What follows belongs to an exercise in optimizing a design on an open flow for small area and a short achievable clock period; a production flow would make more cautious choices. RTL that was checked went through simulation tests only; none was proved equivalent to the original. Power is estimated from default activity; no workload was simulated.

== old ==
==> module ex_operand_stage, before the edit <==
module ex_operand_stage #(
	parameter int DATA_WIDTH = 64,
	parameter int ALU_K      = 4,
	parameter int BR_K       = 4
) (
	input  logic                        clk,
	input  logic                        reset,
	input  logic                        issue,
	input  logic [DATA_WIDTH-1:0]       read_data1,
	input  logic [DATA_WIDTH-1:0]       read_data2,
	input  logic [DATA_WIDTH-1:0]       imm,
	input  logic [DATA_WIDTH-1:0]       pc,
	input  logic [DATA_WIDTH-1:0]       br_offset,
	input  logic [2:0]                  alu_op,
	input  logic                        alu_src,
	input  logic                        set_flags,
	input  logic [2:0]                  br_kind,
	input  logic [3:0]                  cond,
	output logic                        op_valid,
	output logic [DATA_WIDTH-1:0]       alu_s,
	output logic [DATA_WIDTH/ALU_K-1:0] alu_g,
	output logic [DATA_WIDTH/ALU_K-1:0] alu_p,
	output logic                        alu_top_g,
	output logic                        alu_top_p,
	output logic [DATA_WIDTH-1:0]       store_operand,
	output logic [DATA_WIDTH-1:0]       br_s,
	output logic [DATA_WIDTH/BR_K-1:0]  br_g,
	output logic [DATA_WIDTH/BR_K-1:0]  br_p,
	output logic                        set_flags_q,
	output logic [3:0]                  test_q
);
	localparam int MSB = DATA_WIDTH - 1;
	logic [DATA_WIDTH-1:0]       a, b, ap, ag_bit, as, bs;
	logic [DATA_WIDTH/ALU_K-1:0] ag, abp;
	logic [DATA_WIDTH/BR_K-1:0]  bg, bbp;
	logic                        is_sub;
	logic [3:0]                  tp, tg;
	logic [3:0]                  test_d;
	assign a        = read_data1;
	assign b        = alu_src ? imm : read_data2;
	assign is_sub   = (alu_op == 3'b011);
	always_comb begin
		tg = 4'b0000;
		case (alu_op)
			3'b010:  begin tp = 4'b0110; tg = 4'b1000; end
			3'b011:  begin tp = 4'b1001; tg = 4'b0100; end
			3'b100:  tp = 4'b1000;
			3'b101:  tp = 4'b1110;
			3'b110:  tp = 4'b0110;
			default: tp = 4'b1010;
		endcase
	end
	for (genvar i = 0; i < DATA_WIDTH; i++) begin : g_bit
		assign ap[i]     = tp[{a[i], b[i]}];
		assign ag_bit[i] = tg[{a[i], b[i]}];
	end
	ex_blk_sum #(.W(DATA_WIDTH), .K(ALU_K)) u_alu_blk (
		.p(ap), .g(ag_bit), .cin(is_sub), .s(as), .co(ag), .bp(abp)
	);
	logic top_g, top_p;
	always_comb begin
		top_g = 1'b0;
		top_p = 1'b1;
		for (int i = DATA_WIDTH - ALU_K; i < MSB; i++) begin
			top_g = ag_bit[i] | (ap[i] & top_g);
			top_p = top_p & ap[i];
		end
	end
	logic [DATA_WIDTH-1:0] off4;
	assign off4 = {br_offset[DATA_WIDTH-3:0], 2'b00};
	ex_blk_sum #(.W(DATA_WIDTH), .K(BR_K)) u_br_blk (
		.p(pc ^ off4), .g(pc & off4), .cin(1'b0), .s(bs), .co(bg), .bp(bbp)
	);
	always_comb begin
		test_d = 4'b0000;
		case (br_kind)
			3'd1: test_d = 4'b1000;
			3'd2: test_d = 4'b0100;
			3'd3: test_d = 4'b1100;
			3'd4: begin
				case (cond)
					4'b0000: test_d = 4'b0001;
					4'b0001: test_d = 4'b1001;
					4'b0100: test_d = 4'b0010;
					4'b1010: test_d = 4'b1011;
					4'b1011: test_d = 4'b0011;
					4'b1110: test_d = 4'b1000;
					default: test_d = 4'b0000;
				endcase
			end
			default: test_d = 4'b0000;
		endcase
	end
	logic [DATA_WIDTH/ALU_K-1:1] alu_p_hi;
	logic [DATA_WIDTH/BR_K-2:0]  br_g_lo;
	logic [DATA_WIDTH/BR_K-1:1]  br_p_hi;
	assign alu_p = {alu_p_hi, 1'b0};
	assign br_g  = {1'b0, br_g_lo};
	assign br_p  = {br_p_hi, 1'b0};
	always_ff @(posedge clk) begin
		if (reset)
			op_valid <= 1'b0;
		else
			op_valid <= issue;
	end
	always_ff @(posedge clk) begin
		alu_s         <= as;
		alu_g         <= ag;
		alu_p_hi      <= abp[DATA_WIDTH/ALU_K-1:1];
		alu_top_g     <= top_g;
		alu_top_p     <= top_p;
		store_operand <= read_data2;
		br_s          <= bs;
		br_g_lo       <= bg[DATA_WIDTH/BR_K-2:0];
		br_p_hi       <= bbp[DATA_WIDTH/BR_K-1:1];
		set_flags_q   <= set_flags;
		test_q        <= test_d;
	end
endmodule
export LEC_CHECK = 0
export ABC_AREA = 1
export CAP_MARGIN = 20
export CORE_MARGIN = 2
export CORE_UTILIZATION = 40
export CTS_BUF_LIST = sky130_fd_sc_hd__clkbuf_16
export CTS_CLUSTER_DIAMETER = 80
export CTS_CLUSTER_SIZE = 30
export SETUP_SLACK_MARGIN = 3.0
export SLEW_MARGIN = 20
export SYNTH_HIERARCHICAL = 1
export TNS_END_PERCENT = 10
create_clock -name core_clock -period 5.5 [get_ports {clk}]
standard.sh (not shown) runs the stock make flow with config.mk's settings and CLKGATE_MAP_FILE= SYNTH_SCRIPT=/design/flow/synth_recipe.tcl, a recipe that flattens the netlist after the stock synthesis.
==> flow/flow/run.sh <==
#!/bin/bash
# Standard layout, with plain buf_1 cells as the port buffers instead of the
# buffer_ports default (clkdlybuf4s50_1). Each tool's output goes to its own log.
set -euo pipefail
export BUFFER_PORTS_ARGS="-buffer_cell sky130_fd_sc_hd__buf_1"
bash standard.sh synth > synth.log 2>&1
bash standard.sh > layout.log 2>&1
Inputs modified between old and new:
==> flow/design.v, changed modules only <==
module ex_operand_stage #(
	parameter int DATA_WIDTH = 64,
	parameter int ALU_K      = 4,
	parameter int BR_K       = 4
) (
	input  logic                        clk,
	input  logic                        reset,
	input  logic                        issue,
	input  logic [DATA_WIDTH-1:0]       read_data1,
	input  logic [DATA_WIDTH-1:0]       read_data2,
	input  logic [DATA_WIDTH-1:0]       imm,
	input  logic [DATA_WIDTH-1:0]       pc,
	input  logic [DATA_WIDTH-1:0]       br_offset,
	input  logic [2:0]                  alu_op,
	input  logic                        alu_src,
	input  logic                        set_flags,
	input  logic [2:0]                  br_kind,
	input  logic [3:0]                  cond,
	output logic                        op_valid,
	output logic [DATA_WIDTH-1:0]       alu_s,
	output logic [DATA_WIDTH/ALU_K-1:0] alu_g,
	output logic [DATA_WIDTH/ALU_K-1:0] alu_p,
	output logic                        alu_top_g,
	output logic                        alu_top_p,
	output logic [DATA_WIDTH-1:0]       store_operand,
	output logic [DATA_WIDTH-1:0]       br_s,
	output logic [DATA_WIDTH/BR_K-1:0]  br_g,
	output logic [DATA_WIDTH/BR_K-1:0]  br_p,
	output logic                        set_flags_q,
	output logic [3:0]                  test_q
);
	localparam int MSB = DATA_WIDTH - 1;
	logic [DATA_WIDTH-1:0]       a, ap, ag_bit, as, bs;
	logic [DATA_WIDTH/ALU_K-1:0] ag, abp;
	logic [DATA_WIDTH/BR_K-1:0]  bg, bbp;
	logic                        is_sub;
	logic [3:0]                  test_d;
	assign a        = read_data1;
	assign is_sub   = (alu_op == 3'b011);
	ex_alu_pg #(.W(DATA_WIDTH)) u_alu_pg (
		.a(a), .imm(imm), .rd2(read_data2), .alu_src(alu_src), .alu_op(alu_op),
		.p(ap), .g(ag_bit)
	);
	ex_blk_sum #(.W(DATA_WIDTH), .K(ALU_K)) u_alu_blk (
		.p(ap), .g(ag_bit), .cin(is_sub), .s(as), .co(ag), .bp(abp)
	);
	logic top_g, top_p;
	always_comb begin
		top_g = 1'b0;
		top_p = 1'b1;
		for (int i = DATA_WIDTH - ALU_K; i < MSB; i++) begin
			top_g = ag_bit[i] | (ap[i] & top_g);
			top_p = top_p & ap[i];
		end
	end
	logic [DATA_WIDTH-1:0] off4;
	assign off4 = {br_offset[DATA_WIDTH-3:0], 2'b00};
	ex_blk_sum #(.W(DATA_WIDTH), .K(BR_K)) u_br_blk (
		.p(pc ^ off4), .g(pc & off4), .cin(1'b0), .s(bs), .co(bg), .bp(bbp)
	);
	always_comb begin
		test_d = 4'b0000;
		case (br_kind)
			3'd1: test_d = 4'b1000;
			3'd2: test_d = 4'b0100;
			3'd3: test_d = 4'b1100;
			3'd4: begin
				case (cond)
					4'b0000: test_d = 4'b0001;
					4'b0001: test_d = 4'b1001;
					4'b0100: test_d = 4'b0010;
					4'b1010: test_d = 4'b1011;
					4'b1011: test_d = 4'b0011;
					4'b1110: test_d = 4'b1000;
					default: test_d = 4'b0000;
				endcase
			end
			default: test_d = 4'b0000;
		endcase
	end
	logic [DATA_WIDTH/ALU_K-1:1] alu_p_hi;
	logic [DATA_WIDTH/BR_K-2:0]  br_g_lo;
	logic [DATA_WIDTH/BR_K-1:1]  br_p_hi;
	assign alu_p = {alu_p_hi, 1'b0};
	assign br_g  = {1'b0, br_g_lo};
	assign br_p  = {br_p_hi, 1'b0};
	always_ff @(posedge clk) begin
		if (reset)
			op_valid <= 1'b0;
		else
			op_valid <= issue;
	end
	always_ff @(posedge clk) begin
		alu_s         <= as;
		alu_g         <= ag;
		alu_p_hi      <= abp[DATA_WIDTH/ALU_K-1:1];
		alu_top_g     <= top_g;
		alu_top_p     <= top_p;
		store_operand <= read_data2;
		br_s          <= bs;
		br_g_lo       <= bg[DATA_WIDTH/BR_K-2:0];
		br_p_hi       <= bbp[DATA_WIDTH/BR_K-1:1];
		set_flags_q   <= set_flags;
		test_q        <= test_d;
	end
endmodule
module ex_alu_pg #(
	parameter int W = 64
) (
	input  logic [W-1:0] a,
	input  logic [W-1:0] imm,
	input  logic [W-1:0] rd2,
	input  logic         alu_src,
	input  logic [2:0]   alu_op,
	output logic [W-1:0] p,
	output logic [W-1:0] g
);
	logic [W-1:0] b;
	logic [3:0]   tp, tg;
	assign b = alu_src ? imm : rd2;
	always_comb begin
		tg = 4'b0000;
		case (alu_op)
			3'b010:  begin tp = 4'b0110; tg = 4'b1000; end
			3'b011:  begin tp = 4'b1001; tg = 4'b0100; end
			3'b100:  tp = 4'b1000;
			3'b101:  tp = 4'b1110;
			3'b110:  tp = 4'b0110;
			default: tp = 4'b1010;
		endcase
	end
	for (genvar i = 0; i < W; i++) begin : g_bit
		assign p[i] = tp[{a[i], b[i]}];
		assign g[i] = tg[{a[i], b[i]}];
	end
endmodule
Findings:
- new against old: die outline area grew by 3.9%, number of cells on the worst reg-to-reg path shrank by 2.
- Going from old to new, wire length of the first global-routing pass grows by 5.1%.
- Relative to old, clock group share of total power increased by 1.0 points in new.
- The final reports for new and old show post-CTS setup buffer count lower in the former.
- Re number of inverters outside the clock class in the layout: new is about 26% up on old.
- Critical-path cell with the highest stage delay: sky130_fd_sc_hd__buf_4 -> new, sky130_fd_sc_hd__nor3_1 -> old
- On non-clock buffer count, the lower figure sits with old, not new.
- On clock insertion delay at the later pin of the skew report, old tracks new almost exactly.
- | power | new vs old | worse |
- Of new and old, the run reporting the higher critical path depth was new.
The RTL of new was laid out without a check of its function.

## re-timing with driven ports
No port has a modelled driver above. Below, the same layouts with a new extraction and two added sets of constraints. Step 1 assumes that a clkbuf_16 drives the clock port and a buf_2 every other input. Step 2 times the ports against the registers' clock, not the clock port: input delays grow and output delays shrink by t, the midpoint of the rising clock arrivals with the driver on. Slacks: ideal ports / drivers / drivers and shift; pairs: ideal ports / drivers.
| run | t, ns | slack for setup (ns) | worst hold slack (ns) |
|---|---|---|---|
| old | 0.664 | 3.086 / 3.045 / 2.381 | 0.417 / 0.417 / 0.417 |
| new | 0.657 | 3.070 / 3.033 / 2.404 | 0.439 / 0.439 / 0.439 |
After both steps setup and hold are still met in every run listed. The setup slack of old, which loses most, moves by -0.041 ns with the drivers and by -0.705 ns with both steps.
